Source: an optimization exercise on an open RTL-to-GDS flow (aim: small area, a short achievable clock period and few clock cycles). Production flows keep margins and buffers that such runs may drop. Where RTL was checked, it was by simulation tests only, not by an equivalence proof against the original. Only the layout flow was run in run 4; the RTL was not checked for function there. Power and IR drop assume default switching activity.

===== run.sh =====
#!/bin/bash
# synth_recipe.tcl (not shown) runs the flow's synth.tcl, then flattens the netlist and writes it again
# the make line also repeats each setting of config.mk as NAME=value (left out here)
make -C /OpenROAD-flow-scripts/flow DESIGN_CONFIG=/design/flow/config.mk WORK_HOME=/design/flow/orfs CLKGATE_MAP_FILE= SYNTH_SCRIPT=/design/flow/synth_recipe.tcl finish

===== config.mk =====
export PLATFORM = sky130hd
export DESIGN_NAME = binary_max_heap_queue
export DESIGN_NICKNAME = binary_max_heap_queue
export VERILOG_FILES = /design/flow/design.v
export SDC_FILE = /design/flow/constraint.sdc
export NUM_CORES = 4
export LEC_CHECK = 0
export CAP_MARGIN = 20
export CORE_MARGIN = 2
export CORE_UTILIZATION = 20
export MIN_ROUTING_LAYER = met2
export PLACE_DENSITY = 0.35
export SLEW_MARGIN = 20

===== constraint.sdc =====
create_clock -name core_clock -period 9.0 [get_ports {clk}]
set_input_delay 1.8000 -clock core_clock [delete_from_list [all_inputs] [get_ports {clk}]]
set_output_delay 1.8000 -clock core_clock [all_outputs]
set_load 0.01 [all_outputs]

===== design.v =====
package hmq_pkg;
  localparam int CAPACITY_DEF = 64;
  localparam int KEY_W        = 32;
  localparam int FUNC_W       = 2;
  localparam int SLOT_W       = 6;
  localparam int STATUS_W     = 2;
  localparam int COUNT_W      = 7;
  localparam logic [FUNC_W-1:0] FUNC_INSERT  = 2'd0;
  localparam logic [FUNC_W-1:0] FUNC_EXTRACT = 2'd1;
  localparam logic [FUNC_W-1:0] FUNC_REMOVE  = 2'd2;
  localparam logic [STATUS_W-1:0] ST_OK    = 2'd0;
  localparam logic [STATUS_W-1:0] ST_FULL  = 2'd1;
  localparam logic [STATUS_W-1:0] ST_EMPTY = 2'd2;
  localparam logic [STATUS_W-1:0] ST_INDEX = 2'd3;
  typedef struct packed {
    logic [FUNC_W-1:0]       func;
    logic signed [KEY_W-1:0] key;
    logic [SLOT_W-1:0]       slot;
  } req_t;
  typedef struct packed {
    logic signed [KEY_W-1:0] removed_key;
    logic [STATUS_W-1:0]     status;
    logic [COUNT_W-1:0]      count_after;
    logic signed [KEY_W-1:0] top_key;
  } rsp_t;
endpackage
module hmq_ctrl (
  input  logic          clk,
  input  logic          rst_n,
  input  logic          start,
  input  logic [39:0]   req,
  output logic          busy,
  output logic          rsp_valid,
  output logic [72:0]   rsp
);
  localparam int NN = 64;      
  localparam int NQ = 31;      
  localparam int NL = 7;       
  localparam int KW = 32;
  function automatic logic kgt(input logic [KW-1:0] a, input logic [KW-1:0] b,
                               input logic ge);
    logic [63:0] g, e;
    logic [KW:0] ua, ub;
    ua = {a[KW-1] ^ 1'b1, a[KW-2:0], ge};
    ub = {b[KW-1] ^ 1'b1, b[KW-2:0], 1'b0};
    g = '0;
    e = '1;
    for (int i = 0; i <= KW; i++) begin
      g[i] = ua[i] & ~ub[i];
      e[i] = ~(ua[i] ^ ub[i]);
    end
    for (int s = 0; s < 6; s++) begin
      for (int i = 0; i < (32 >> s); i++) begin
        g[i] = g[2*i+1] | (e[2*i+1] & g[2*i]);
        e[i] = e[2*i+1] & e[2*i];
      end
    end
    kgt = g[0];
  endfunction
  logic [NN-1:0][KW-1:0] H;
  logic [NQ-1:0]         gt;
  logic [6:0]            cnt;
  logic [KW-1:0]         xl;           
  logic                  hv;           
  logic                  m_ins, m_rmv, m_shift;
  logic [1:0]            h_st;         
  logic                  ph;           
  logic [KW-1:0]         h_key;
  logic [6:0]            tgt1;         
  logic [KW-1:0]         rem_sv;
  logic                  sk_v;         
  logic [39:0]           sk_req;
  logic                  rsp_v;
  logic [72:0]           rsp_r;
  assign busy = sk_v;
  logic [NN:0]   ex;         
  logic [NN-1:0] anc;        
  logic [NN-1:0] cn;         
  logic [NN-1:0] on;
  logic [NL+1:0] al;         
  always_comb begin
    for (int l = 0; l <= NL + 1; l++) al[l] = (tgt1 >= (9'd1 << l));
  end
  always_comb begin
    on[0] = 1'b1;
    for (int n = 1; n < NN; n++) begin
      if (n % 2 == 0)
        on[n] = anc[n] | (on[(n-1)/2] & cn[(n-1)/2] & ex[n] & gt[(n-1)/2]);
      else if (n + 1 < NN)
        on[n] = anc[n] | (on[(n-1)/2] & cn[(n-1)/2] & ex[n] & ~(gt[(n-1)/2] & ex[n+1]));
      else
        on[n] = anc[n] | (on[(n-1)/2] & cn[(n-1)/2] & ex[n]);
    end
  end
  logic [NL-1:0][KW-1:0] P, S, CL, CR;
  logic [NL:0]           lv;
  logic [NL-1:0]         side;
  logic [NL-1:0]         gto;       
  always_comb begin
    CL   = '0;
    CR   = '0;
    side = '0;
    gto  = '0;
    lv   = '0;
    lv[0] = 1'b1;
    for (int l = 1; l < NL; l++) begin
      for (int q = (1 << (l-1)) - 1; q <= (1 << l) - 2 && 2*q+1 < NN; q++) begin
        if (on[q]) begin
          CL[l] = CL[l] | H[2*q+1];
          if (2*q+2 < NN) CR[l] = CR[l] | H[2*q+2];
        end
        if (2*q+2 < NN) begin
          side[l] = side[l] | (on[q] & (cn[q] ? (gt[q] & ex[2*q+2]) : anc[2*q+2]));
          lv[l]   = lv[l]   | (on[q] & (cn[q] ? ex[2*q+1] : (anc[2*q+1] | anc[2*q+2])));
          gto[l]  = gto[l]  | (on[q] & gt[q]);
        end else begin
          lv[l]   = lv[l]   | (on[q] & (cn[q] ? ex[2*q+1] : anc[2*q+1]));
        end
      end
    end
  end
  always_comb begin
    P[0] = H[0];
    S[0] = '0;
    for (int l = 1; l < NL; l++) begin
      P[l] = side[l] ? CR[l] : CL[l];
      S[l] = side[l] ? CL[l] : CR[l];
    end
  end
  logic [NL-1:0][KW-1:0] Pup, Pdn;
  assign Pup = {P[NL-2:0], P[0]};
  assign Pdn = {{KW{1'b0}}, P[NL-1:1]};
  logic [KW-1:0]         y;
  logic [NL-1:0]         c1;      
  logic [NL:0]           c1x;     
  logic [NL-1:0]         eqU;     
  logic [NL-1:0]         cy, cq;  
  logic [NL:0]           gk;      
  logic [NL:0]           mvb;     
  logic [NL-1:0]         hole;
  logic                  tex;     
  logic                  fb;      
  logic [NL-1:0]         up, xin, dn;
  logic [NL-1:0][KW-1:0] newP;
  logic [NL-1:0]         nb;
  logic [KW-1:0] xp, xe;
  logic          fb_r;
  assign xe = fb_r ? xp : xl;
  assign y  = m_rmv ? xe : h_key;
  always_comb begin
    c1x = '0;
    eqU = '0;
    cy  = '0;
    cq  = '0;
    for (int l = 0; l < NL; l++) begin
      c1[l]  = kgt(P[l], y, m_ins);
      c1x[l] = c1[l];
      if (l > 0) begin
        eqU[l] = (Pup[l] == S[l]);
        cy[l]  = side[l] ~^ kgt(y,      S[l], ~side[l]);
        cq[l]  = side[l] ~^ kgt(Pdn[l], S[l], ~side[l]);
      end
    end
  end
  always_comb begin
    gk  = '0;
    mvb = '0;
    tex = 1'b0;
    fb  = 1'b0;
    for (int l = 0; l < NL; l++) begin
      gk[l]  = lv[l] & (~lv[l+1] | ~c1[l]);
      mvb[l] = lv[l] & c1[l] & ~al[l];
      if (al[l+1] && !al[l+2]) tex = ~c1[l];
      if (l > 0) fb = fb | (al[l] & side[l] & eqU[l] & c1[l-1]);
    end
    fb = fb & m_rmv;
    for (int l = 0; l < NL; l++) mvb[l] = mvb[l] & ~tex;
    for (int l = 0; l < NL; l++) hole[l] = (al[l] & ~al[l+1] & ~tex) | mvb[l];
  end
  always_comb begin
    up  = '0;
    xin = '0;
    dn  = '0;
    for (int l = 0; l < NL; l++) begin
      if (m_ins) begin
        xin[l] = gk[l] & ~((l > 0) ? gk[(l > 0) ? l-1 : 0] : 1'b0);
        dn[l]  = gk[l] &  ((l > 0) ? gk[(l > 0) ? l-1 : 0] : 1'b0);
      end else if (m_shift || fb) begin
        dn[l]  = (l > 0) & al[l];
      end else if (m_rmv) begin
        if (al[l+1]) begin
          xin[l] = ~c1[l] & ((l > 0) ? c1[(l > 0) ? l-1 : 0] : 1'b1);
          dn[l]  = (l > 0) & ~c1x[(l > 0) ? l-1 : 0];
        end else begin
          up[l]  = hole[l] & mvb[l+1];
          xin[l] = hole[l] & ~mvb[l+1];
          dn[l]  = al[l] & (l > 0) & ~c1x[(l > 0) ? l-1 : 0];
        end
      end
    end
  end
  always_comb begin
    for (int l = 0; l < NL; l++) begin
      if (up[l])       newP[l] = Pdn[l];
      else if (xin[l]) newP[l] = y;
      else if (dn[l])  newP[l] = Pup[l];
      else             newP[l] = P[l];
      if (up[l])       nb[l] = cq[l];
      else if (xin[l]) nb[l] = cy[l];
      else if (dn[l])  nb[l] = side[l] & ~eqU[l];
      else             nb[l] = gto[l];
    end
  end
  logic [KW-1:0] rem_at;
  always_comb begin
    rem_at = '0;
    for (int l = 0; l < NL; l++)
      if (al[l] && !al[l+1]) rem_at = rem_at | P[l];
  end
  logic op_any, hd;
  assign op_any = m_ins | m_rmv | m_shift;
  assign hd     = ~(m_shift | fb);       
  always_ff @(posedge clk) begin
    for (int n = 0; n < NN; n++)
      if (op_any && on[n]) H[n] <= newP[$clog2(n + 2) - 1];
    for (int q = 0; q < NQ; q++)
      if (op_any && (on[2*q+1] || on[2*q+2])) gt[q] <= nb[$clog2(2*q + 3) - 1];
  end
  logic [6:0]    cnt_d;
  logic [KW-1:0] xl_old, xl_new;
  logic [NN-1:0] lsel;
  logic [NL-1:0] lhit;
  always_comb begin
    cnt_d = cnt;
    if (m_ins) cnt_d = cnt + 7'd1;
    if (m_rmv) cnt_d = cnt - 7'd1;
  end
  always_comb begin
    xl_old = '0;
    lhit   = '0;
    for (int n = 0; n < NN; n++) begin
      lsel[n] = (cnt_d == 7'(n + 1));
      if (lsel[n]) xl_old = xl_old | H[n];
      lhit[$clog2(n + 2) - 1] = lhit[$clog2(n + 2) - 1] | (lsel[n] & on[n] & op_any);
    end
    xl_new = xl_old;
    for (int l = 0; l < NL; l++)
      if (lhit[l]) xl_new = newP[l];
  end
  logic [72:0]   rsp_nxt;
  logic [KW-1:0] top_old;
  logic          acc;
  logic [39:0]   src;
  logic [1:0]    d_func;
  logic [5:0]    d_slot;
  logic          d_full, d_empty, d_bad, d_last;
  assign top_old = (cnt == 7'd0) ? '0 : H[0];
  always_comb begin
    if (m_ins)
      rsp_nxt = {32'd0, hmq_pkg::ST_OK, cnt_d, newP[0]};
    else if (m_rmv)
      rsp_nxt = {(ph ? rem_sv : rem_at), hmq_pkg::ST_OK, cnt_d,
                 (cnt_d == 7'd0) ? 32'd0 : newP[0]};
    else
      rsp_nxt = {32'd0, h_st, cnt, top_old};
  end
  assign acc     = start & ~sk_v;
  assign src     = sk_v ? sk_req : req;
  assign d_func  = src[39:38];
  assign d_slot  = src[5:0];
  assign d_full  = cnt_d[6];
  assign d_empty = (cnt_d == 7'd0);
  assign d_bad   = ({1'b0, d_slot} >= cnt_d);
  assign d_last  = ({1'b0, d_slot} + 7'd1 == cnt_d) && (d_slot != 6'd0);
  always_ff @(posedge clk) begin
    if (!rst_n) begin
      cnt     <= '0;
      hv      <= 1'b0;
      m_ins   <= 1'b0;
      m_rmv   <= 1'b0;
      m_shift <= 1'b0;
      ph      <= 1'b0;
      sk_v    <= 1'b0;
      rsp_v   <= 1'b0;
      fb_r    <= 1'b0;
    end else begin
      fb_r  <= fb;
      cnt   <= hd ? cnt_d : cnt;
      rsp_v <= hv & hd;
      if (!hd) begin
        m_ins   <= 1'b0;
        m_rmv   <= 1'b1;
        m_shift <= 1'b0;
        ph      <= 1'b1;
        if (acc) sk_v <= 1'b1;
      end else begin
        hv      <= sk_v | acc;
        ph      <= 1'b0;
        sk_v    <= 1'b0;
        m_ins   <= 1'b0;
        m_rmv   <= 1'b0;
        m_shift <= 1'b0;
        if (sk_v || acc) begin
          case (d_func)
            hmq_pkg::FUNC_INSERT:  m_ins <= ~d_full;
            hmq_pkg::FUNC_EXTRACT: m_rmv <= ~d_empty;
            hmq_pkg::FUNC_REMOVE: begin
              if (!d_empty && !d_bad) begin
                if (d_last) m_shift <= 1'b1;
                else        m_rmv   <= 1'b1;
              end
            end
            default: ;
          endcase
        end
      end
    end
  end
  logic [6:0]    tgt1_d, cnt_n;
  logic          rmv_d;
  logic [NN:0]   ex_n;
  logic [NN-1:0] anc_n, cn_n;
  assign tgt1_d = (d_func == hmq_pkg::FUNC_INSERT) ? (cnt_d + 7'd1) :
                  (d_func == hmq_pkg::FUNC_REMOVE) ? ({1'b0, d_slot} + 7'd1) : 7'd1;
  assign rmv_d  = (sk_v | acc) & ~d_empty &
                  ((d_func == hmq_pkg::FUNC_EXTRACT) ||
                   (d_func == hmq_pkg::FUNC_REMOVE && !d_bad && !d_last));
  assign cnt_n  = hd ? cnt_d : cnt;
  always_comb begin
    for (int n = 0; n <= NN; n++) ex_n[n] = ({25'd0, cnt_n} > n + 1);
    for (int n = 0; n < NN; n++) begin
      if (hd) begin
        anc_n[n] = 1'b0;
        for (int dt = 0; dt < NL; dt++)
          if ((tgt1_d >> dt) == 7'(n + 1)) anc_n[n] = 1'b1;
        cn_n[n] = rmv_d & (~anc_n[n] | (tgt1_d == 7'(n + 1)));
      end else begin
        anc_n[n] = (n == 0);
        cn_n[n]  = 1'b1;
      end
    end
  end
  always_ff @(posedge clk) begin
    ex  <= ex_n;
    anc <= anc_n;
    cn  <= cn_n;
  end
  always_ff @(posedge clk) begin
    if (!hd) begin
      tgt1   <= 7'd1;
      rem_sv <= rem_at;
      if (acc) sk_req <= req;
    end else begin
      h_key <= src[37:6];
      tgt1  <= tgt1_d;
      h_st  <= hmq_pkg::ST_OK;
      case (d_func)
        hmq_pkg::FUNC_INSERT:  if (d_full) h_st <= hmq_pkg::ST_FULL;
        hmq_pkg::FUNC_EXTRACT: if (d_empty) h_st <= hmq_pkg::ST_EMPTY;
        hmq_pkg::FUNC_REMOVE: begin
          if (d_empty)    h_st <= hmq_pkg::ST_EMPTY;
          else if (d_bad) h_st <= hmq_pkg::ST_INDEX;
        end
        default: ;
      endcase
    end
    xl    <= xl_new;
    xp    <= xe;
    rsp_r <= rsp_nxt;
  end
  assign rsp_valid = rsp_v;
  assign rsp       = rsp_r;
endmodule
module binary_max_heap_queue (
  input  logic          clk,
  input  logic          rst_n,
  input  logic          start,
  output logic          busy,
  input  logic [39:0]   in_data,    
  output logic          out_valid,
  output logic [72:0]   out_data    
);
  hmq_ctrl u_ctrl (
    .clk       (clk),
    .rst_n     (rst_n),
    .start     (start),
    .req       (in_data),
    .busy      (busy),
    .rsp_valid (out_valid),
    .rsp       (out_data)
  );
endmodule

==> results.yml, run 1 <==
run_status:
  first-error: "[ERROR GRT-0116] Global routing finished with congestion. Check the congestion regions in the DRC Viewer."
  status: "aborted with a tool error"
  stop_stage: "5_1_grt"
global_routing:
  grt_max_degree: 71
  grt_pass1_vias: 239000
  grt_first_pass_wirelength_mm: 2390
  grt-ovfl-total: 1370
  gr-usage-all-layers: 0.788
logic_synthesis:
  synth_nets: 13000
  synth_compound_area_frac: 0.233
  dominantRegCellSynth: "edfxtp_1"
  synthAdderAreaFrac: 0.0507
  syn-instance-count: 12400
  synth_top_family_by_area: "compound AO/OA/AOI/OAI gates"
  synth-simple-area-share: 0.109
  synth_xor_area_frac: 0.0109
  synthArstFlopShare: 0
  synth.mux.area_fraction: 0.0409
  syn_area_per_cell_sq_um: 11.2
  seq_area_frac_synth: 0.519
  syn-cell-area_sq_um: 139000
  synth_cell_types: 103
  ys_ff_latch: 2502
  yosys_warnings: 1
  synth_edf_count: 2185
placement:
  dp_cells: 23600
  post-place-ws_ns: -1.37
  portBuffers: 117
  dp_hpwl_mm: 1320
  place.gp.congestion: 1.28
cts:
  cts_root_buf: "clkbuf_16"
  htree_levels: 5
  cts_buffer_depth: 4
  numCtsBuffers: 337
  cts_sinks: 2502
  cts_hold_buf: 0
floorplanning:
  die_y_um: 837
  rows: 305
  initial_utilization: 0.201
  io_pins: 118
  die_x_um: 837
[through the flow]
step           setup TNS (ns)  total power, W  instance area, sq um  hold WS [ns]
4_1_cts               -0.0120          0.0364                188000         0.454
3_5_place_dp         -1172.35          0.0219                177000         0.445
3_3_place_gp         -2491.18          0.0220                177000         0.440
2_1_floorplan               0          0.0158                139000         0.420
[per-layer routing]
layer | GRT overflow | global-route usage
met5 | 199 | 0.668
met2 | 41 | 0.830
met4 | 39 | 0.614
met1 | - | -
met3 | 1091 | 0.857
[synth_stat cells (all sizes together) (350+ instances only)]
master,count,area share
edfxtp,2185,0.47
nand2,992,0.027
a22oi,904,0.049
clkbuf,650,0.018
nor2,576,0.016
ha,562,0.051
a21oi,517,0.019
o21ai,489,0.018
a22o,438,0.028
mux2i,394,0.029
nand4,380,0.017
a221oi,353,0.022
inv,350,0.0095
[power groups by stage]
stage	Sequential, W	Clock (W)	Combinational [W]
global placement	0.0134	0	0.00861
floorplan	0.0132	0	0.00252
detailed placement	0.0134	0	0.00853
CTS	0.0131	0.0147	0.00858
[worst max-delay path by stage]
stage                       startpoint                to  slack, ns  cells after the start
after floorplan           u_ctrl.gt[8]  u_ctrl.sk_req[0]       0.15                     24
after global placement    u_ctrl.gt[9]     u_ctrl.H[373]      -2.39                     32
after detailed placement  u_ctrl.gt[5]      u_ctrl.xl[0]      -1.37                     29
after CTS                 u_ctrl.gt[5]     u_ctrl.H[917]     -0.006                     30
[what timing repair did]
item,CTS
setup buffers,9
gates resized for setup,65
endpoints found under the setup margin,2075
pin swaps,4
cloned,0
[kinds of logic after synthesis]
kind of cell    after synthesis
compound gates             4267
simple gates               3054
flops                      2502
buf+inv                    1280
fa+ha+maj                   562
mux                         546
xor+xnor                    172
Testbench counts, summed over its fixed seeds: cycles 8,067.
==> run 2, diff against run 1 <==
--- a/config.mk
+++ b/config.mk
@@ -8,6 +8,6 @@
 export CAP_MARGIN = 20
 export CORE_MARGIN = 2
-export CORE_UTILIZATION = 20
+export CORE_UTILIZATION = 16
 export MIN_ROUTING_LAYER = met2
-export PLACE_DENSITY = 0.35
+export PLACE_DENSITY = 0.3
 export SLEW_MARGIN = 20
==> run 2 against run 1 <==
  * The run again fails in 5_1_grt
  * Synthesized cell count stayed put
  * Area after synthesis is the same
==> results.yml, run 2 <==
run_status:
  status: "aborted with a tool error"
  stop_stage: "5_1_grt"
  first-error: "[ERROR GRT-0116] Global routing finished with congestion. Check the congestion regions in the DRC Viewer."
floorplanning:
  initial_utilization: 0.161
  die_x_um: 935
  io_pins: 118
  rows: 341
  die_y_um: 935
global_routing:
  grt_pass1_vias: 230000
  grt-ovfl-total: 14
  grt_first_pass_wirelength_mm: 2430
  grt_max_degree: 79
  gr-usage-all-layers: 0.673
cts:
  numCtsBuffers: 355
  cts_buffer_depth: 4
  cts_hold_buf: 0
  cts_root_buf: "clkbuf_16"
  htree_levels: 5
  cts_sinks: 2502
placement:
  portBuffers: 117
  place.gp.congestion: 1.19
  post_dp_cell_area_sq_um: 183000
  dp_hpwl_mm: 1490
logic_synthesis:
  dominantRegCellSynth: "edfxtp_1"
  yosysMostFrequentCell: "edfxtp_1"
  synth.mux.area_fraction: 0.0409
  yosysTopAreaCell: "edfxtp_1"
  synthAdderAreaFrac: 0.0507
  synth_top_family_by_area: "compound AO/OA/AOI/OAI gates"
  synth_top_area_frac: 0.473
  synth_compound_area_frac: 0.233
  synth-simple-area-share: 0.109
  synthArstFlopShare: 0
  syn-instance-count: 12400
  syn_area_per_cell_sq_um: 11.2
  yosys_warnings: 1
  syn-cell-area_sq_um: 139000
  seq_area_frac_synth: 0.519
  synth_nets: 13000
  synth_edf_count: 2185
  synth_xor_area_frac: 0.0109
  synth_commonest_cells: "edfxtp_1, nand2_1, a22oi_1, clkbuf_1, nor2_1"
  ys_ff_latch: 2502
  yosys-top-cells-area: "edfxtp_1, ha_1, a22oi_1"
  synth_cell_types: 103
## run 2: per-layer routing
metal | GRT usage | GRT overflow
met1 | - | -
met2 | 0.713 | 0
met3 | 0.793 | 8
met5 | 0.565 | 1
met4 | 0.419 | 5
## run 2: kinds of logic after synthesis
| group | Yosys count |
|---|---|
| compound gates | 4267 |
| simple gates | 3054 |
| flops | 2502 |
| buf+inv | 1280 |
| fa+ha+maj | 562 |
| mux | 546 |
| xor+xnor | 172 |
## run 2: power groups by stage
stage / combinational (W) / clock (W) / sequential (W)
after floorplan: 0.00252 / 0 / 0.0132
after global placement: 0.00942 / 0 / 0.0134
after detailed placement: 0.00932 / 0 / 0.0134
after CTS: 0.00937 / 0.0156 / 0.0131
## run 2: how the worst min path moves through the flow
stage          cells after the start  slack [ns]          endpoint            from
2_1_floorplan                      1        0.42  u_ctrl.rsp_r[39]  u_ctrl.h_st[0]
3_3_place_gp                       2        0.44     u_ctrl.xp[16]   u_ctrl.xp[16]
3_5_place_dp                       2        0.44     u_ctrl.xp[19]   u_ctrl.xp[19]
4_1_cts                            2        0.46     u_ctrl.xp[26]   u_ctrl.xp[26]
## run 2: what timing repair did
action                     4_1_cts
gates resized for setup         40
setup buffers                   11
setup endpoints to repair     2144
pin swaps                        5
## run 2: through the flow
| step | cells | worst slack (ns) | setup TNS, ns | hold WS (ns) | util |
|---|---|---|---|---|---|
| after CTS | 26900 | 0.000669 | 0 | 0.460 | 0.227 |
| after detailed placement | 26200 | -1.25 | -1027.24 | 0.445 | 0.213 |
| after global placement | 26200 | -1.28 | -1120.19 | 0.441 | 0.212 |
| after floorplan | 12400 | 0.148 | 0 | 0.420 | - |
==> run 3, diff against run 2 <==
--- a/config.mk
+++ b/config.mk
@@ -8,6 +8,6 @@
 export CAP_MARGIN = 20
 export CORE_MARGIN = 2
-export CORE_UTILIZATION = 16
-export MIN_ROUTING_LAYER = met2
-export PLACE_DENSITY = 0.3
+export CORE_UTILIZATION = 35
+export GPL_TIMING_DRIVEN = 0
+export PLACE_DENSITY = 0.5
 export SLEW_MARGIN = 20
==> run 3 against run 2 <==
  * The flow again stops in 5_1_grt
  * Synthesized cell count is the same
  * Area after synthesis is the same
==> results.yml, run 3 <==
run_status:
  status: "aborted with a tool error"
  stop_stage: "5_1_grt"
  first-error: "[ERROR GRT-0116] Global routing finished with congestion. Check the congestion regions in the DRC Viewer."
global_routing:
  grt_pass1_vias: 162000
  grt_first_pass_wirelength_mm: 1980
  gr-usage-all-layers: 0.759
  grt-ovfl-total: 112
  grt_max_degree: 42
cts:
  cts_hold_buf: 0
  cts_root_buf: "clkbuf_16"
  numCtsBuffers: 299
  htree_levels: 5
  cts_buffer_depth: 4
  cts_sinks: 2502
logic_synthesis:
  synth_xor_area_frac: 0.0109
  synth-simple-area-share: 0.109
  synth_cell_types: 103
  yosysMostFrequentCell: "edfxtp_1"
  yosys-top-cells-area: "edfxtp_1, ha_1, a22oi_1"
  syn_area_per_cell_sq_um: 11.2
  synth_commonest_cells: "edfxtp_1, nand2_1, a22oi_1, clkbuf_1, nor2_1"
  synth_nets: 13000
  dominantRegCellSynth: "edfxtp_1"
  synth_top_family_by_area: "compound AO/OA/AOI/OAI gates"
  yosys_warnings: 1
  synthAdderAreaFrac: 0.0507
  synth_top_area_frac: 0.473
  synth_compound_area_frac: 0.233
  seq_area_frac_synth: 0.519
  synthArstFlopShare: 0
  yosysTopAreaCell: "edfxtp_1"
  syn-instance-count: 12400
  synth.mux.area_fraction: 0.0409
  synth_edf_count: 2185
  ys_ff_latch: 2502
  syn-cell-area_sq_um: 139000
placement:
  place.gp.congestion: 1.35
  portBuffers: 117
  dp_cells: 18400
  dp_hpwl_mm: 1120
  post-place-ws_ns: -5.97
floorplanning:
  initial_utilization: 0.351
  die_x_um: 633
  die_y_um: 633
  io_pins: 118
  rows: 231
-- run 3: through the flow --
stage | hold WS (ns) | instance area, sq um
floorplan | 0.420 | 139000
global placement | 0.436 | 146000
detailed placement | 0.434 | 161000
CTS | 0.446 | 178000
-- run 3: logic make-up after synthesis --
family                   after synthesis
AO/OA/AOI/OAI                       4267
XOR/XNOR                             172
adder cells (fa/ha/maj)              562
buffers and inverters               1280
flip-flops                          2502
multiplexers                         546
AND/OR/NAND/NOR                     3054
-- run 3: layer usage --
metal	GRT overflow	global-route usage
met3	0	0.653
met2	59	0.881
met4	52	0.729
met5	0	0.454
met1	1	0.762
-- run 3: power by group through the flow --
stage	Sequential (W)	Clock, W	Combinational, W
4_1_cts	0.0131	0.0126	0.00743
3_5_place_dp	0.0133	0	0.00690
2_1_floorplan	0.0132	0	0.00252
3_3_place_gp	0.0134	0	0.00613
-- run 3: worst max path at each step --
stage | from | to | cells after the start | slack [ns]
2_1_floorplan | u_ctrl.gt[8] | u_ctrl.sk_req[0] | 24 | 0.15
3_3_place_gp | u_ctrl.gt[1] | u_ctrl.H[1047] | 26 | -13.87
3_5_place_dp | u_ctrl.gt[2] | u_ctrl.xl[28] | 31 | -5.97
4_1_cts | u_ctrl.gt[0] | u_ctrl.xl[24] | 31 | -0.08
-- run 3: repair_timing --
| item | CTS |
|---|---|
| gates resized for setup | 1205 |
| endpoints found under the setup margin | 2430 |
| buffers inserted | 247 |
| cloned | 2 |
| pin swaps | 125 |
==> run 4, diff against run 3 <==
--- a/design.v
+++ b/design.v
@@ -144,8 +144,5 @@
   logic [NL-1:0][KW-1:0] newP;
   logic [NL-1:0]         nb;
-  logic [KW-1:0] xp, xe;
-  logic          fb_r;
-  assign xe = fb_r ? xp : xl;
-  assign y  = m_rmv ? xe : h_key;
+  assign y = m_rmv ? xl : h_key;
   always_comb begin
     c1x = '0;
@@ -247,4 +244,5 @@
     for (int l = 0; l < NL; l++)
       if (lhit[l]) xl_new = newP[l];
+    if (fb) xl_new = xl;
   end
   logic [72:0]   rsp_nxt;
@@ -283,7 +281,5 @@
       sk_v    <= 1'b0;
       rsp_v   <= 1'b0;
-      fb_r    <= 1'b0;
     end else begin
-      fb_r  <= fb;
       cnt   <= hd ? cnt_d : cnt;
       rsp_v <= hv & hd;
@@ -366,5 +362,4 @@
     end
     xl    <= xl_new;
-    xp    <= xe;
     rsp_r <= rsp_nxt;
   end
--- a/config.mk
+++ b/config.mk
@@ -8,6 +8,6 @@
 export CAP_MARGIN = 20
 export CORE_MARGIN = 2
-export CORE_UTILIZATION = 35
-export GPL_TIMING_DRIVEN = 0
+export CORE_UTILIZATION = 30
+export MIN_ROUTING_LAYER = met2
 export PLACE_DENSITY = 0.5
 export SLEW_MARGIN = 20
==> run 4 against run 3 <==
  * The run again fails in 5_1_grt
  * Area after synthesis decreased by 0.80%
  * Synthesized cell count decreased by 1.2%
==> results.yml, run 4 <==
global_routing:
  grt_pass1_vias: 238000
  grt-ovfl-total: 10200
  grt_first_pass_wirelength_mm: 2030
  grt_max_degree: 69
  gr-usage-all-layers: 0.962
run_status:
  stop_stage: "5_1_grt"
  status: "aborted with a tool error"
  first-error: "[ERROR GRT-0116] Global routing finished with congestion. Check the congestion regions in the DRC Viewer."
floorplanning:
  io_pins: 118
  die_x_um: 681
  initial_utilization: 0.301
  die_y_um: 681
  rows: 248
cts:
  cts_buffer_depth: 4
  htree_levels: 5
  cts_sinks: 2469
  numCtsBuffers: 314
  cts_root_buf: "clkbuf_16"
  cts_hold_buf: 0
logic_synthesis:
  ys_ff_latch: 2469
  dominantRegCellSynth: "edfxtp_1"
  seq_area_frac_synth: 0.521
  synth_commonest_cells: "edfxtp_1, a22oi_1, nand2_1, clkbuf_1, nor2_1"
  synth_nets: 12800
  synth_cell_types: 113
  yosys-top-cells-area: "edfxtp_1, a22oi_1, ha_1"
  synth_edf_count: 2217
  synthArstFlopShare: 0
  syn_area_per_cell_sq_um: 11.2
  yosysMostFrequentCell: "edfxtp_1"
  yosys_warnings: 1
  yosysTopAreaCell: "edfxtp_1"
  syn-instance-count: 12200
  syn-cell-area_sq_um: 138000
  synth_top_area_frac: 0.484
placement:
  dp_hpwl_mm: 1020
  portBuffers: 117
  post_dp_cell_area_sq_um: 166000
  place.gp.congestion: 1.38
-- run 4: through the flow --
| stage | setup WS, ns | std cells | power, W | hold slack, ns |
|---|---|---|---|---|
| 2_1_floorplan | 0.390 | 12200 | 0.0153 | 0.420 |
| 3_3_place_gp | -0.280 | 19900 | 0.0195 | 0.438 |
| 3_5_place_dp | -0.282 | 19900 | 0.0195 | 0.449 |
| 4_1_cts | 0.0124 | 20500 | 0.0326 | 0.463 |
-- run 4: cell families after synthesis --
logic type                 count (synthesis)  share of synthesized area
AOI/OAI and AO/OA                       4198                      0.229
and+or+nand+nor                         2999                      0.106
DFF                                     2469                      0.521
buffers and inverters                   1227                     0.0359
muxes                                    585                     0.0451
adders and majority gates                563                     0.0512
xor gates and xnor gates                 188                     0.0120
-- run 4: timing repair --
action                     CTS
hold endpoints to repair     0
setup endpoints to repair   46
resized for setup            4
setup buffers                3
pin swaps                    1
-- run 4: routing by layer --
metal  GRT usage  GRT overflow
met1           -             -
met2       0.948          1421
met3        1.04          6830
met4       0.869           966
met5       0.950           960
-- run 4: power groups by stage --
stage / sequential [W] / clock, W / combinational [W]
after CTS: 0.0129 / 0.0133 / 0.00640
after detailed placement: 0.0131 / 0 / 0.00637
after floorplan: 0.0131 / 0 / 0.00226
after global placement: 0.0131 / 0 / 0.00639
-- run 4: worst max path at each step --
stage | start | slack (ns) | to | cells after the start
after floorplan | u_ctrl.m_rmv | 0.39 | u_ctrl.H[1023] | 23
after detailed placement | u_ctrl.cn[0] | -0.28 | u_ctrl.ex[17] | 33
after global placement | u_ctrl.ex[23] | -0.28 | u_ctrl.xl[29] | 36
after CTS | u_ctrl.gt[1] | 0.01 | u_ctrl.xl[29] | 37
==> run 5, diff against run 4 <==
--- a/design.v
+++ b/design.v
@@ -64,4 +64,7 @@
   logic                  hv;           
   logic                  m_ins, m_rmv, m_shift;
+  logic                  m_fetch;      
+  logic [6:0]            tgt_sv;       
+  logic                  xv;           
   logic [1:0]            h_st;         
   logic                  ph;           
@@ -144,5 +147,10 @@
   logic [NL-1:0][KW-1:0] newP;
   logic [NL-1:0]         nb;
-  assign y = m_rmv ? xl : h_key;
+  logic [KW-1:0] xp, xe;
+  logic          xpv, xve;
+  logic          fb_r;
+  assign xe  = fb_r ? xp  : xl;
+  assign xve = fb_r ? xpv : xv;
+  assign y  = m_rmv ? xe : h_key;
   always_comb begin
     c1x = '0;
@@ -217,5 +225,5 @@
   logic op_any, hd;
   assign op_any = m_ins | m_rmv | m_shift;
-  assign hd     = ~(m_shift | fb);       
+  assign hd     = ~(m_shift | fb | m_fetch);   
   always_ff @(posedge clk) begin
     for (int n = 0; n < NN; n++)
@@ -234,9 +242,8 @@
   end
   always_comb begin
-    xl_old = '0;
+    xl_old = xl;
     lhit   = '0;
     for (int n = 0; n < NN; n++) begin
       lsel[n] = (cnt_d == 7'(n + 1));
-      if (lsel[n]) xl_old = xl_old | H[n];
       lhit[$clog2(n + 2) - 1] = lhit[$clog2(n + 2) - 1] | (lsel[n] & on[n] & op_any);
     end
@@ -244,5 +251,9 @@
     for (int l = 0; l < NL; l++)
       if (lhit[l]) xl_new = newP[l];
-    if (fb) xl_new = xl;
+    if (m_fetch) xl_new = rem_at;
+  end
+  logic xv_new;
+  always_comb begin
+    xv_new = (|lhit) | m_fetch | (xve & (cnt_d == cnt));
   end
   logic [72:0]   rsp_nxt;
@@ -278,11 +289,22 @@
       m_rmv   <= 1'b0;
       m_shift <= 1'b0;
+      m_fetch <= 1'b0;
       ph      <= 1'b0;
       sk_v    <= 1'b0;
       rsp_v   <= 1'b0;
+      fb_r    <= 1'b0;
+      xv      <= 1'b0;
+      xpv     <= 1'b0;
     end else begin
+      fb_r  <= fb;
+      xv    <= xv_new;
+      xpv   <= xve;
       cnt   <= hd ? cnt_d : cnt;
       rsp_v <= hv & hd;
-      if (!hd) begin
+      if (m_fetch) begin
+        m_fetch <= 1'b0;
+        m_rmv   <= 1'b1;
+        if (acc) sk_v <= 1'b1;
+      end else if (!hd) begin
         m_ins   <= 1'b0;
         m_rmv   <= 1'b1;
@@ -297,16 +319,17 @@
         m_rmv   <= 1'b0;
         m_shift <= 1'b0;
+        m_fetch <= 1'b0;
         if (sk_v || acc) begin
           case (d_func)
             hmq_pkg::FUNC_INSERT:  m_ins <= ~d_full;
-            hmq_pkg::FUNC_EXTRACT: m_rmv <= ~d_empty;
             hmq_pkg::FUNC_REMOVE: begin
-              if (!d_empty && !d_bad) begin
-                if (d_last) m_shift <= 1'b1;
-                else        m_rmv   <= 1'b1;
-              end
+              if (!d_empty && !d_bad && d_last) m_shift <= 1'b1;
             end
             default: ;
           endcase
+          if (rmv_d) begin
+            if (xv_new) m_rmv   <= 1'b1;
+            else        m_fetch <= 1'b1;
+          end
         end
       end
@@ -323,12 +346,19 @@
                    (d_func == hmq_pkg::FUNC_REMOVE && !d_bad && !d_last));
   assign cnt_n  = hd ? cnt_d : cnt;
+  logic [6:0] tgt1_f;
+  assign tgt1_f = (rmv_d && !xv_new) ? cnt_d : tgt1_d;
   always_comb begin
     for (int n = 0; n <= NN; n++) ex_n[n] = ({25'd0, cnt_n} > n + 1);
     for (int n = 0; n < NN; n++) begin
-      if (hd) begin
+      if (m_fetch) begin
         anc_n[n] = 1'b0;
         for (int dt = 0; dt < NL; dt++)
-          if ((tgt1_d >> dt) == 7'(n + 1)) anc_n[n] = 1'b1;
-        cn_n[n] = rmv_d & (~anc_n[n] | (tgt1_d == 7'(n + 1)));
+          if ((tgt_sv >> dt) == 7'(n + 1)) anc_n[n] = 1'b1;
+        cn_n[n] = ~anc_n[n] | (tgt_sv == 7'(n + 1));
+      end else if (hd) begin
+        anc_n[n] = 1'b0;
+        for (int dt = 0; dt < NL; dt++)
+          if ((tgt1_f >> dt) == 7'(n + 1)) anc_n[n] = 1'b1;
+        cn_n[n] = rmv_d & xv_new & (~anc_n[n] | (tgt1_f == 7'(n + 1)));
       end else begin
         anc_n[n] = (n == 0);
@@ -343,11 +373,15 @@
   end
   always_ff @(posedge clk) begin
-    if (!hd) begin
+    if (m_fetch) begin
+      tgt1   <= tgt_sv;
+      if (acc) sk_req <= req;
+    end else if (!hd) begin
       tgt1   <= 7'd1;
       rem_sv <= rem_at;
       if (acc) sk_req <= req;
     end else begin
-      h_key <= src[37:6];
-      tgt1  <= tgt1_d;
+      h_key  <= src[37:6];
+      tgt1   <= tgt1_f;
+      tgt_sv <= tgt1_d;
       h_st  <= hmq_pkg::ST_OK;
       case (d_func)
@@ -362,4 +396,5 @@
     end
     xl    <= xl_new;
+    xp    <= xe;
     rsp_r <= rsp_nxt;
   end
--- a/config.mk
+++ b/config.mk
@@ -8,6 +8,6 @@
 export CAP_MARGIN = 20
 export CORE_MARGIN = 2
-export CORE_UTILIZATION = 30
-export MIN_ROUTING_LAYER = met2
+export CORE_UTILIZATION = 35
+export GPL_TIMING_DRIVEN = 0
 export PLACE_DENSITY = 0.5
 export SLEW_MARGIN = 20
==> run 5 against run 4 <==
  * The layout now fails its checks (setup timing)
  * Area after synthesis fell by 6.0%
  * Synthesized cell count fell by 9.9%
==> results.yml, run 5 <==
run_status:
  status: "failed layout checks"
  failed_checks: "setup timing"
global_routing:
  grt_max_degree: 36
  grt_antenna_before_repair: 141
  grt_first_pass_wirelength_mm: 1200
  gr-usage-all-layers: 0.493
  grt-ovfl-total: 0
  grt_pass1_vias: 113000
logic_synthesis:
  syn-cell-area_sq_um: 129000
  synth_commonest_cells: "edfxtp_1, nand2_1, nor2_1, ha_1, clkbuf_1"
  synth_cell_types: 118
  ys_ff_latch: 2512
  syn_area_per_cell_sq_um: 11.7
  synth_nets: 11600
  seq_area_frac_synth: 0.561
  synth_top_area_frac: 0.517
  synthArstFlopShare: 0
  yosysMostFrequentCell: "edfxtp_1"
  yosys_warnings: 1
  syn-instance-count: 11000
  synth_edf_count: 2224
  yosys-top-cells-area: "edfxtp_1, ha_1, dfxtp_1"
  dominantRegCellSynth: "edfxtp_1"
  yosysTopAreaCell: "edfxtp_1"
route:
  antenna_left: 0
  detail_route.vias_per_cell: 7.27
  drc_errors: 0
  totalWireLength_mm: 950
  wl_per_cell_um: 55.5
  firstDrtPassIters: 12
  vias: 124000
  first_iter_violations: 23700
setup_path:
  ff2ff_setup_slack_ns: -0.50
  cp_max_fo: 12
  critPathCaptureType: "register"
  cp-start-kind: "register"
  max_stage_delay_ns: 0.68
  worstSetupPathType: "register to register"
  reg2reg_depth: 29
  reg2reg_from: "u_ctrl.cn[7]"
  worstReg2RegEnd: "u_ctrl.xl[15]"
  cp_data_arrival_time_ns: 10.13
  cp_slowest_cell: "dfxtp_2"
  crit_top_cell: "and3_1"
  worstPathRequired_ns: 9.63
cts:
  numCtsBuffers: 292
  cts_tree: "built"
  cts_buffer_depth: 4
  cts_root_buf: "clkbuf_16"
  cts_sinks: 2512
  clk_pin_slew_ns: 0.06
  htree_levels: 5
  clk_latency_ns: 1.01
sta:
  setup_viol: 879
  finClkSkew_ns: 0.127
  layout_min_cycle_time_ns: 9.50
  rsz0062_at_grt: "yes"
  worst_slack_ns: -0.496
  worstMarginPinSlew_ns: 1.34
  drv_slew: 0
  period_share: 1.06
  hold_violations: 0
  slew-limit-headroom: 0.104
  clock.fmax_mhz: 105
worst_hold_path:
  hp-class: "register to register"
  whs_endpoint: "u_ctrl.rsp_r[39]"
  min_path_cells: 1
  min_from: "u_ctrl.h_st[0]"
cells_and_area:
  final_layout_size_suffix_gt1_frac: 0.188
  nets: 12500
  design_area_sq_um: 161000
  regMostFlops: "u_ctrl.H"
  largest_reg_flops: 2048
  syn2layout_area_growth_pct: 24.8
  layout_common_cells: "edfxtp_1, nand2_1, ha_1"
  mostFrequentLayoutCell: "edfxtp_1"
  reg_top3: "u_ctrl.H (2048), u_ctrl.rsp_r (73)"
placement:
  post_dp_cell_area_sq_um: 148000
  portBuffers: 117
  place.gp.congestion: 1.07
  dp_hpwl_mm: 721
  post-place-ws_ns: -5.52
floorplanning:
  initial_utilization: 0.351
  rows: 223
  die_x_um: 612
  die-area_sq_um: 374000
  core_sq_um: 368000
  die_y_um: 612
  io_pins: 118
run:
  drv_cap: 0
pwr:
  cellPowerDensity_nw_per_um2: 257
  worst_ir_drop_vdd_v: 0.000184
  p_leak_nw: 57.9
run 5: cell count changes after synthesis, moves of 65 or more:
cell	delta
clkbuf_1	-115
nand4_1	-92
a211oi_1	-67
a22o_1	-93
nand3_1	-73
nor2_1	+65
a221oi_1	-151
a22oi_1	-636
run 5: area by class of cell:
type                       count  area, sq um
sequential                  2512        72600
multi-input combinational   7427        56800
tap                         4837         6050
timing repair inverter         1         7.51
clock buffer                 357         7750
fill                       34100       207000
timing repair buffer         664        10900
buffer                       702         3770
inverter                     346         1390
clock inverter               168         1750
antenna                      118          295
run 5: stage by stage:
step	util	cells	hold slack (ns)	total power [W]	setup TNS [ns]
floorplan	-	11000	0.420	0.0195	0
global placement	0.371	16000	0.440	0.0265	-
detailed placement	0.401	16400	0.446	0.0279	-9395.26
CTS	0.436	17000	0.459	0.0404	-0.00000711
global route	0.437	17000	0.467	0.0417	-0.508
finish	0.438	17100	0.456	0.0415	-155.85
run 5: critical path: cells and delay by family (launching register included):
family | cells | cell delay [ns]
muxes | 1 | 0.57
and+or+nand+nor | 7 | 1.98
adders and majority gates | 1 | 0.36
DFF | 1 | 0.68
AOI/OAI and AO/OA | 14 | 3.36
buffers and inverters | 6 | 2.14
run 5: routing by layer:
metal	vias to the layer above	share of wire	track usage
met5	-	0.00032	0.00155
met4	48	0.11	0.453
met3	3635	0.13	0.178
met2	12000	0.41	0.697
met1	62700	0.35	0.580
li1	46100	-	-
run 5: worst max-delay path by stage:
stage	startpoint	to	slack (ns)	depth (start not counted)
4_1_cts	u_ctrl.gt[3]	u_ctrl.xl[10]	-0.000007	30
3_3_place_gp	u_ctrl.m_rmv	u_ctrl.xl[17]	-12.31	25
6_report	u_ctrl.cn[7]	u_ctrl.xl[15]	-0.50	29
5_1_grt	u_ctrl.m_ins	u_ctrl.cn[17]	-0.08	19
3_5_place_dp	u_ctrl.gt[0]	u_ctrl.xl[26]	-5.52	30
2_1_floorplan	u_ctrl.gt[2]	u_ctrl.sk_req[0]	0.14	30
run 5: power by group:
part           switching [W]  internal, W
clock                0.00534      0.00685
combinational         0.0112      0.00418
sequential          0.000258       0.0137
run 5: cell families (layout without fill, tap and decap cells):
| kind of cell | Yosys count | count (layout) | synth area share |
|---|---|---|---|
| buffers and inverters | 1082 | 2238 | 0.0334 |
| XOR/XNOR | 184 | 184 | 0.0127 |
| multiplexers | 530 | 530 | 0.0429 |
| AO/OA/AOI/OAI | 3339 | 3340 | 0.191 |
| AND/OR/NAND/NOR | 2815 | 2815 | 0.105 |
| adder cells (fa/ha/maj) | 558 | 558 | 0.0540 |
| other | 0 | 118 | 0 |
| flip-flops | 2512 | 2512 | 0.561 |
run 5: repair_timing:
action / CTS / global route
pin swaps: 67 / 27
setup endpoints to repair: 2439 / 1006
resized for setup: 682 / 155
hold buffers: 0 / 0
gates cloned: 2 / 0
setup buffers: 105 / 21
Testbench counts of run 5, summed over its fixed seeds: cycles 9,287.
==> run 6, diff against run 5 <==
--- a/config.mk
+++ b/config.mk
@@ -9,5 +9,6 @@
 export CORE_MARGIN = 2
 export CORE_UTILIZATION = 35
-export GPL_TIMING_DRIVEN = 0
 export PLACE_DENSITY = 0.5
+export SETUP_SLACK_MARGIN = 1.0
 export SLEW_MARGIN = 20
+export TNS_END_PERCENT = 20
==> run 6 against run 5 <==
  * Global-route usage shrank 4.0 points
  * Non-clock buffer count grew 351
  * Sequential share of layout area grew 0.70 points
  * Power shrank 2.0%
  * Sequential power is essentially flat
  * Sequential cell count is the same
  * Combinational power shrank 4%
  * Setup slack gained 1.4 ns
  * Clock-buffer cell count grew 16
  * The run now finishes clean
==> results.yml, run 6 <==
floorplanning:
  core_sq_um: 368000
  die-area_sq_um: 374000
  rows: 223
  die_x_um: 612
  initial_utilization: 0.351
  die_y_um: 612
  io_pins: 118
cells_and_area:
  mostFrequentLayoutCell: "edfxtp_1"
  fin_cells: 17500
  layout_common_cells: "edfxtp_1, buf_4, nand2_1"
  regMostFlops: "u_ctrl.H"
  syn2layout_area_growth_pct: 22.9
  design_area_sq_um: 159000
  final_layout_size_suffix_gt1_frac: 0.209
  nets: 12900
  largest_reg_flops: 2048
  reg_top3: "u_ctrl.H (2048), u_ctrl.rsp_r (73)"
route:
  first_iter_violations: 21400
  antenna_left: 0
  drc_errors: 0
  wl_per_cell_um: 49.9
  totalWireLength_mm: 873
  detail_route.vias_per_cell: 6.88
  vias: 120000
  firstDrtPassIters: 13
setup_path:
  cp_data_arrival_time_ns: 8.90
  cp_max_fo: 19
  reg2reg_from: "u_ctrl.cnt[0]"
  cp_slowest_cell: "nor3_1"
  reg2reg_depth: 21
  worstSetupPathType: "register to register"
  cp_num_buf_inv: 6
  worstReg2RegEnd: "u_ctrl.anc[7]"
  crit_family: "simple AND/OR/NAND/NOR gates"
  max_stage_delay_ns: 0.74
  path_cells: "inv_1 > ha_1 > nand2_1 > o21ai_0 > o21a_1 > inv_1 > ha_1 > inv_1 > nor4_1 > nand3_1 > buf_4 > nand2_1 > buf_4 > a31o_2 > nor3_2 > buf_4 > mux2_2 > nand2_1 > nor3_1 > a211oi_1 > o21ai_0"
  ff2ff_setup_slack_ns: 0.87
  cp-start-kind: "register"
  critPathCaptureType: "register"
  worstPathRequired_ns: 9.77
global_routing:
  grt_first_pass_wirelength_mm: 1120
  grt_antenna_before_repair: 111
  grt_max_degree: 75
  grt_pass1_vias: 111000
  grt-ovfl-total: 0
  gr-usage-all-layers: 0.453
sta:
  hold_violations: 0
  layout_min_cycle_time_ns: 8.13
  finClkSkew_ns: 0.0721
  worstMarginPinSlew_ns: 1.35
  worst_slack_ns: 0.875
  period_share: 0.903
  slew-limit-headroom: 0.103
  setup_viol: 0
  hold_ws_ns: 0.459
  drv_slew: 0
  rsz0062_at_grt: "yes"
  clock.fmax_mhz: 123
pwr:
  pwr-share-seq: 0.342
  p_leak_nw: 59.2
  p_int_w: 0.0247
  p_switching_w: 0.0160
  combPwrFrac: 0.363
  worst_ir_drop_vdd_v: 0.000167
  power_w: 0.0407
  swShare: 0.393
  p_clk_frac: 0.295
  cellPowerDensity_nw_per_um2: 256
logic_synthesis:
  syn-cell-area_sq_um: 129000
  synth_cell_types: 118
  yosysTopAreaCell: "edfxtp_1"
  dominantRegCellSynth: "edfxtp_1"
  seq_area_frac_synth: 0.561
  yosys_warnings: 1
  syn_area_per_cell_sq_um: 11.7
  ys_ff_latch: 2512
  synth_top_area_frac: 0.517
  yosysMostFrequentCell: "edfxtp_1"
  yosys-top-cells-area: "edfxtp_1, ha_1, dfxtp_1"
  synth_edf_count: 2224
  synth_commonest_cells: "edfxtp_1, nand2_1, nor2_1, ha_1, clkbuf_1"
  synthArstFlopShare: 0
  syn-instance-count: 11000
  synth_nets: 11600
cts:
  htree_levels: 5
  cts_buffer_depth: 4
  clk_latency_ns: 0.99
  numCtsBuffers: 293
  clk_pin_slew_ns: 0.06
  cts_root_buf: "clkbuf_16"
  cts_hold_buf: 0
  cts_tree: "built"
  cts_sinks: 2512
placement:
  portBuffers: 117
  place.gp.congestion: 1.07
  post-place-ws_ns: 0.0243
  post_dp_cell_area_sq_um: 148000
  dp_cells: 16800
  dp_hpwl_mm: 628
worst_hold_path:
  min_path_cells: 2
  min_from: "u_ctrl.xp[1]"
  whs_endpoint: "u_ctrl.xp[1]"
  hp-class: "register to register"
run:
  drv_cap: 0
run_status:
  status: "finished clean"
## run 6: tightest hold or removal path, cell delays in order, from the launching register on
cell and delay, ns:
dfxtp_1 0.30, mux2i_1 0.08, inv_1 0.05
## run 6: how the worst max path moves through the flow
stage	start	end	slack, ns	cells past startpoint
global route	u_ctrl.cnt[0]	u_ctrl.anc[7]	0.90	21
global placement	u_ctrl.gt[0]	u_ctrl.cn[4]	-0.17	24
finish	u_ctrl.cnt[0]	u_ctrl.anc[7]	0.87	21
detailed placement	u_ctrl.gt[0]	u_ctrl.xl[28]	0.02	31
floorplan	u_ctrl.gt[3]	u_ctrl.H[1021]	0.70	28
CTS	u_ctrl.gt[0]	u_ctrl.xl[28]	0.82	32
## run 6: timing repair
item / CTS / global route
endpoints found under the setup margin: 2249 / 1521
resized for setup: 49 / 114
pin swaps: 7 / 21
buffers inserted: 16 / 39
gates cloned: 1 / 3
hold endpoints to repair: 0 / 0
## run 6: cell families (layout without fill, tap and decap cells)
logic type                 Yosys count  count (layout)  share of synthesized area
AOI/OAI and AO/OA                 3339            3341                      0.191
xor gates and xnor gates           184             184                     0.0127
adders and majority gates          558             558                     0.0540
buffers and inverters             1082            2595                     0.0334
DFF                               2512            2512                      0.561
muxes                              530             530                     0.0429
other                                0              99                          0
and+or+nand+nor                   2815            2816                      0.105
## run 6: layout make-up
class	count	area [sq um]
inverters	346	1310
repair buffers	1717	15000
clock inverters	159	1610
flip-flops and latches	2512	72600
clock buffers	373	7860
multi-input cells	7429	54200
diodes	99	248
fillers	34600	209000
well taps	4837	6050
## run 6: power groups by stage
stage / Combinational, W / Clock, W / Sequential [W]
6_report: 0.0148 / 0.0120 / 0.0139
5_1_grt: 0.0147 / 0.0125 / 0.0139
4_1_cts: 0.0139 / 0.0121 / 0.0139
3_5_place_dp: 0.0138 / 0 / 0.0141
3_3_place_gp: 0.0137 / 0 / 0.0141
2_1_floorplan: 0.00547 / 0 / 0.0141
## run 6: per-layer routing
metal	GRT usage	vias up	part of all wire
li1	-	46600	-
met3	0.118	2717	0.11
met1	0.554	60900	0.37
met2	0.667	9911	0.42
met4	0.380	28	0.10
met5	0.000258	-	0.00020
## run 6: through the flow
| stage | utilization | setup TNS, ns |
|---|---|---|
| global route | 0.431 | 0 |
| global placement | 0.401 | -0.211 |
| detailed placement | 0.401 | 0 |
| finish | 0.431 | 0 |
| floorplan | - | 0 |
| CTS | 0.428 | 0 |
==> run 7, diff against run 6 <==
--- a/config.mk
+++ b/config.mk
@@ -10,5 +10,5 @@
 export CORE_UTILIZATION = 35
 export PLACE_DENSITY = 0.5
-export SETUP_SLACK_MARGIN = 1.0
+export SETUP_SLACK_MARGIN = 2.0
 export SLEW_MARGIN = 20
 export TNS_END_PERCENT = 20
==> run 7 against run 6 <==
  * Die area stayed put
  * Synthesized cell count unchanged
  * Wire length rose by 2.2%
  * Setup slack better by 0.34 ns
  * Critical path depth is 6 higher
  * Largest cell class unchanged
  * Maximum frequency is 4.4% higher
  * Clock skew up 0.025 ns
==> results.yml, run 7 <==
run_status:
  status: "finished clean"
logic_synthesis:
  synth_cell_types: 118
  yosysTopAreaCell: "edfxtp_1"
  synth_edf_count: 2224
  synthArstFlopShare: 0
  dominantRegCellSynth: "edfxtp_1"
  syn_area_per_cell_sq_um: 11.7
  syn-cell-area_sq_um: 129000
  synth_top_area_frac: 0.517
  yosysMostFrequentCell: "edfxtp_1"
  yosys_warnings: 1
  yosys-top-cells-area: "edfxtp_1, ha_1, dfxtp_1"
  syn-instance-count: 11000
  ys_ff_latch: 2512
  synth_commonest_cells: "edfxtp_1, nand2_1, nor2_1, ha_1, clkbuf_1"
  seq_area_frac_synth: 0.561
  synth_nets: 11600
pwr:
  worst_ir_drop_vdd_v: 0.000195
  power_w: 0.0416
  p_switching_w: 0.0164
  p_clk_frac: 0.293
  p_int_w: 0.0252
  cellPowerDensity_nw_per_um2: 254
  swShare: 0.394
  combPwrFrac: 0.371
  p_leak_nw: 60.7
  pwr-share-seq: 0.336
cells_and_area:
  fill_cells: 34400
  nets: 13100
  syn2layout_area_growth_pct: 26.5
  mostFrequentLayoutCell: "edfxtp_1"
  layout_common_cells: "edfxtp_1, buf_4, nand2_1"
  design_area_sq_um: 163000
  final_layout_size_suffix_gt1_frac: 0.240
  ff_latch_area_sq_um: 72600
  regMostFlops: "u_ctrl.H"
  multi_input_area_sq_um: 56500
  largest_reg_flops: 2048
  reg_top3: "u_ctrl.H (2048), u_ctrl.rsp_r (73)"
  fin_util: 0.444
sta:
  clock.fmax_mhz: 128
  worstMarginPinSlew_ns: 1.36
  worst_slack_ns: 1.21
  setup_viol: 0
  slew-limit-headroom: 0.0862
  period_share: 0.865
  hold_ws_ns: 0.462
  rsz0062_at_grt: "yes"
  hold_violations: 0
  layout_min_cycle_time_ns: 7.79
  finClkSkew_ns: 0.0975
  drv_slew: 0
global_routing:
  gr-usage-all-layers: 0.459
  grt_max_degree: 75
  grt-ovfl-total: 0
  grt_pass1_vias: 112000
  grt_first_pass_wirelength_mm: 1130
  grt_antenna_before_repair: 113
cts:
  cts_sinks: 2512
  cts_root_buf: "clkbuf_16"
  cts_hold_buf: 0
  cts_tree: "built"
  numCtsBuffers: 292
  clk_pin_slew_ns: 0.07
  cts_buffer_depth: 4
  htree_levels: 5
  clk_latency_ns: 0.98
placement:
  post_dp_cell_area_sq_um: 147000
  place.gp.congestion: 1.08
  post-place-ws_ns: -0.489
  dp_hpwl_mm: 628
  portBuffers: 117
floorplanning:
  initial_utilization: 0.351
  core_sq_um: 368000
  die_x_um: 612
  io_pins: 118
  die_y_um: 612
  rows: 223
  die-area_sq_um: 374000
route:
  vias: 122000
  firstDrtPassIters: 15
  wl_per_cell_um: 50.6
  totalWireLength_mm: 892
  antenna_left: 0
  drc_errors: 0
  detail_route.vias_per_cell: 6.94
  first_iter_violations: 22100
setup_path:
  cp-start-kind: "register"
  cp_data_arrival_time_ns: 8.51
  worstSetupPathType: "register to register"
  cp_max_fo: 32
  worstPathRequired_ns: 9.72
  critPathCaptureType: "register"
worst_hold_path:
  hp-class: "register to register"
run:
  drv_cap: 0
[run 7: cell count changes in the layout (fill, tap and decap cells not counted), moves of 20 or more]
cell / change
nand2_1: -28
mux2i_1: -29
buf_6: +56
a221oi_1: -21
a21oi_1: -20
buf_4: +40
mux2i_4: +23
[run 7: final timing paths]
kind	start	endpoint	slack (ns)	depth (start not counted)
hold reg to reg	u_ctrl.xp[25]	u_ctrl.xp[25]	0.46	2
setup / recovery	u_ctrl.cn[4]	u_ctrl.H[1811]	1.21	27
setup reg to reg	u_ctrl.cn[4]	u_ctrl.H[1811]	1.21	27
hold / removal	u_ctrl.xp[25]	u_ctrl.xp[25]	0.46	2
[run 7: cell type report]
| class | count | share of cell area |
|---|---|---|
| diodes | 113 | 0.00173 |
| clock buffers | 369 | 0.0482 |
| clock inverters | 161 | 0.0105 |
| inverters | 346 | 0.00813 |
| multi-input cells | 7437 | 0.346 |
| flip-flops and latches | 2512 | 0.444 |
| well taps | 4837 | 0.0370 |
| repair buffers | 1868 | 0.105 |
[run 7: through the flow]
step,TNS [ns],std cells
after floorplan,0,11000
after global placement,-304.00,16700
after detailed placement,-114.79,16700
after CTS,0,17400
after global routing,0,17600
final,0,17600
[run 7: timing repair]
action	CTS	global route
setup buffers	173	72
setup endpoints to repair	2435	2301
pin swaps	99	101
resized for setup	473	270
gates cloned	15	23
[run 7: logic make-up (layout without fill, tap and decap cells)]
family,after synthesis,count (layout),share of synthesized area
fa+ha+maj,558,558,0.0540
mux,530,530,0.0429
compound gates,3339,3348,0.191
xor+xnor,184,184,0.0127
buf+inv,1082,2744,0.0334
simple gates,2815,2817,0.105
flops,2512,2512,0.561
other cells,0,113,0
[run 7: critical path: stages, from the launching register on]
cell	delay (ns)
dfxtp_1	0.55
and4_2	0.51
nand2_2	0.18
o31ai_2	1.00
buf_4	0.36
a22oi_1	0.11
nand3_1	0.11
or4_1	0.31
nor2_1	0.09
nor2_2	0.39
ha_1	0.21
nand4_1	0.15
or4_4	0.53
a31oi_4	0.48
buf_6	0.18
buf_6	0.09
o21ai_4	0.06
buf_6	0.14
o31ai_4	0.24
a32oi_1	0.08
or4_4	0.46
o21ai_4	0.12
buf_8	0.19
buf_4	0.16
clkbuf_16	0.17
a31oi_1	0.14
o21ai_4	0.21
buf_12	0.25
[run 7: metal layers]
metal  global-route usage  part of all wire
met5              0.00220           0.00057
met4                0.379              0.10
met3                0.128              0.11
met2                0.671              0.42
met1                0.561              0.36
[run 7: power by group through the flow]
stage                     clock (W)  sequential [W]  combinational [W]
after floorplan                   0          0.0140            0.00550
after global placement            0          0.0142             0.0136
after detailed placement          0          0.0142             0.0136
after CTS                    0.0123          0.0139             0.0142
after global routing         0.0127          0.0140             0.0153
final                        0.0122          0.0140             0.0154
==> run 8, diff against run 7 <==
--- a/config.mk
+++ b/config.mk
@@ -9,6 +9,7 @@
 export CORE_MARGIN = 2
 export CORE_UTILIZATION = 35
+export CTS_BUF_LIST = sky130_fd_sc_hd__clkbuf_8
 export PLACE_DENSITY = 0.5
-export SETUP_SLACK_MARGIN = 2.0
+export SETUP_SLACK_MARGIN = 1.5
 export SLEW_MARGIN = 20
 export TNS_END_PERCENT = 20
==> run 8 against run 7 <==
  * Clock-buffer cell count grew 94
  * Global-route usage grew 0.38 points
  * Wire length grew 0.88%
  * Largest power group unchanged
==> results.yml, run 8 <==
route:
  detail_route.vias_per_cell: 6.81
  first_iter_violations: 21900
  drc_errors: 0
  totalWireLength_mm: 900
  vias: 125000
  wl_per_cell_um: 49.2
  firstDrtPassIters: 12
  antenna_left: 0
global_routing:
  use_met3: 0.132
  grt_pass1_vias: 114000
  grt_max_degree: 66
  grtUsageMet2: 0.680
  grt.busiest_layer: "met2"
  grt_first_pass_wirelength_mm: 1140
  use_met1: 0.557
  gr-usage-all-layers: 0.462
  grt-ovfl-total: 0
  grt_antenna_before_repair: 137
pwr:
  swShare: 0.411
  p_leak_nw: 62.8
  worst_ir_drop_vdd_v: 0.000144
  pwr-share-seq: 0.344
  cellPowerDensity_nw_per_um2: 243
  p_switching_w: 0.0167
  combPwrFrac: 0.397
  p_int_w: 0.0238
  p_clk_frac: 0.259
cells_and_area:
  largest_reg_flops: 2048
  nets: 13500
  regMostFlops: "u_ctrl.H"
  syn2layout_area_growth_pct: 28.7
  mostFrequentLayoutCell: "edfxtp_1"
  layout_common_cells: "edfxtp_1, buf_4, nand2_1"
  final_layout_size_suffix_gt1_frac: 0.269
  fin_util: 0.452
  reg_top3: "u_ctrl.H (2048), u_ctrl.rsp_r (73)"
logic_synthesis:
  synth_cell_types: 118
  seq_area_frac_synth: 0.561
  syn-instance-count: 11000
  ys_ff_latch: 2512
  synth_nets: 11600
  syn-cell-area_sq_um: 129000
  yosysMostFrequentCell: "edfxtp_1"
  synth_commonest_cells: "edfxtp_1, nand2_1, nor2_1, ha_1, clkbuf_1"
  synthArstFlopShare: 0
  yosysTopAreaCell: "edfxtp_1"
  synth_top_area_frac: 0.517
  yosys-top-cells-area: "edfxtp_1, ha_1, dfxtp_1"
  syn_area_per_cell_sq_um: 11.7
  dominantRegCellSynth: "edfxtp_1"
  yosys_warnings: 1
  synth_edf_count: 2224
sta:
  worst_slack_ns: 1.19
  layout_min_cycle_time_ns: 7.81
  rsz0062_at_grt: "yes"
  slew-limit-headroom: 0.0799
  period_share: 0.867
  setup_viol: 0
  worstMarginPinSlew_ns: 1.37
  clock.fmax_mhz: 128
  finClkSkew_ns: 0.133
  drv_slew: 0
  hold_violations: 0
placement:
  post-place-ws_ns: -0.896
  place.gp.congestion: 1.07
  portBuffers: 117
  dp_hpwl_mm: 641
run:
  drv_cap: 0
cts:
  clk_pin_slew_ns: 0.08
  numCtsBuffers: 438
  cts_buffer_depth: 4
  clk_latency_ns: 1.26
  cts_root_buf: "clkbuf_8"
  cts_tree: "built"
  cts_sinks: 2512
  htree_levels: 5
setup_path:
  max_stage_delay_ns: 0.53
  crit_top_cell: "buf_4"
  worstSetupPathType: "register to register"
  cp_max_fo: 14
  critPathCaptureType: "register"
  cp_data_arrival_time_ns: 8.71
  cp-start-kind: "register"
  worstPathRequired_ns: 9.91
  cp_slowest_cell: "nor4_1"
  ff2ff_setup_slack_ns: 1.19
floorplanning:
  core_sq_um: 368000
  die-area_sq_um: 374000
  io_pins: 118
  die_x_um: 612
  initial_utilization: 0.351
  die_y_um: 612
  rows: 223
run_status:
  status: "finished clean"
worst_hold_path:
  hp-class: "register to register"
## run 8: cell counts after synthesis
Identical to the previous run, type by type.
## run 8: cell type report
class                   count  area [sq um]
diodes                    161           403
clock buffers             463          6370
clock inverters           345          2040
fillers                 34300        202000
inverters                 346          1320
multi-input cells        7434         57000
flip-flops and latches   2512         72600
well taps                4837          6050
repair buffers           2209         20600
## run 8: what timing repair did
action / 4_1_cts / 5_1_grt
pin swaps: 105 / 154
cloned: 13 / 23
resized for setup: 392 / 464
hold buffers: 0 / 0
setup buffers: 142 / 156
setup endpoints to repair: 2416 / 1971
## run 8: routing by layer
layer  up-vias  wire length, um
met5         -              451
met4        68            95700
met3      3226           102000
met2     10500           378000
met1     62700           324000
li1      48100                -
## run 8: critical path: cells and delay by family (launching register included)
kind | cells | cell delay [ns]
DFF | 1 | 0.42
and+or+nand+nor | 8 | 2.37
adders and majority gates | 1 | 0.29
buffers and inverters | 8 | 1.25
AOI/OAI and AO/OA | 13 | 3.04
## run 8: path summary, 6_finish.rpt
path	to	from	cells past startpoint
setup / recovery	u_ctrl.xl[9]	u_ctrl.gt[0]	30
hold reg to reg	u_ctrl.rsp_r[40]	u_ctrl.h_st[1]	1
setup reg to reg	u_ctrl.xl[9]	u_ctrl.gt[0]	30
hold / removal	u_ctrl.rsp_r[40]	u_ctrl.h_st[1]	1
## run 8: through the flow
stage / cell area (sq um) / power (W) / instances / hold slack [ns] / setup TNS [ns]
after global placement: 150000 / 0.0283 / 17000 / 0.441 / -381.37
after floorplan: 129000 / 0.0195 / 11000 / 0.420 / 0
final: 166000 / 0.0405 / 18300 / 0.449 / 0
after detailed placement: 150000 / 0.0283 / 17000 / 0.440 / -23.21
after CTS: 162000 / 0.0391 / 18000 / 0.457 / 0
after global routing: 166000 / 0.0410 / 18200 / 0.471 / 0
## run 8: power groups by stage
stage	combinational, W	sequential (W)	clock [W]
final	0.0161	0.0139	0.0105
after global routing	0.0160	0.0139	0.0110
after CTS	0.0147	0.0139	0.0105
after detailed placement	0.0142	0.0141	0
after global placement	0.0141	0.0141	0
after floorplan	0.00548	0.0141	0
## run 8: logic make-up after synthesis
logic type,synth area share
and+or+nand+nor,0.105
xor gates and xnor gates,0.0127
muxes,0.0429
buffers and inverters,0.0334
DFF,0.561
AOI/OAI and AO/OA,0.191
adders and majority gates,0.0540

## what the ideal ports hide
The flow's constraints put no driver on any port. The routed layouts listed below were extracted and timed again, unchanged, in two steps.
Step 1 sets driving cells, clkbuf_16 on the clock port and buf_2 on the other inputs (assumed; they add their load-dependent delay and slew).
Step 2 times the ports against the registers' clock, not the clock port: input delays grow and output delays shrink by t, the midpoint of the rising clock arrivals with the driver on.
Three values: ideal, step 1, step 2; two values: the first two.
run	t (ns)	setup WS [ns]	hold slack, ns	latest minus earliest clock arrival (ns)	worst slew at a driven data input, ns
run 5	1.067	-0.496 / -0.496 / -0.496	0.456 / 0.456 / 0.456	0.127 / 0.127	0.16
run 6	1.084	0.875 / 0.875 / 0.875	0.459 / 0.459 / 0.459	0.072 / 0.072	0.19
run 7	1.048	1.215 / 1.215 / 1.215	0.462 / 0.462 / 0.462	0.097 / 0.097	0.21
run 8	1.312	1.194 / 1.194 / 1.194	0.449 / 0.449 / 0.449	0.134 / 0.133	0.18
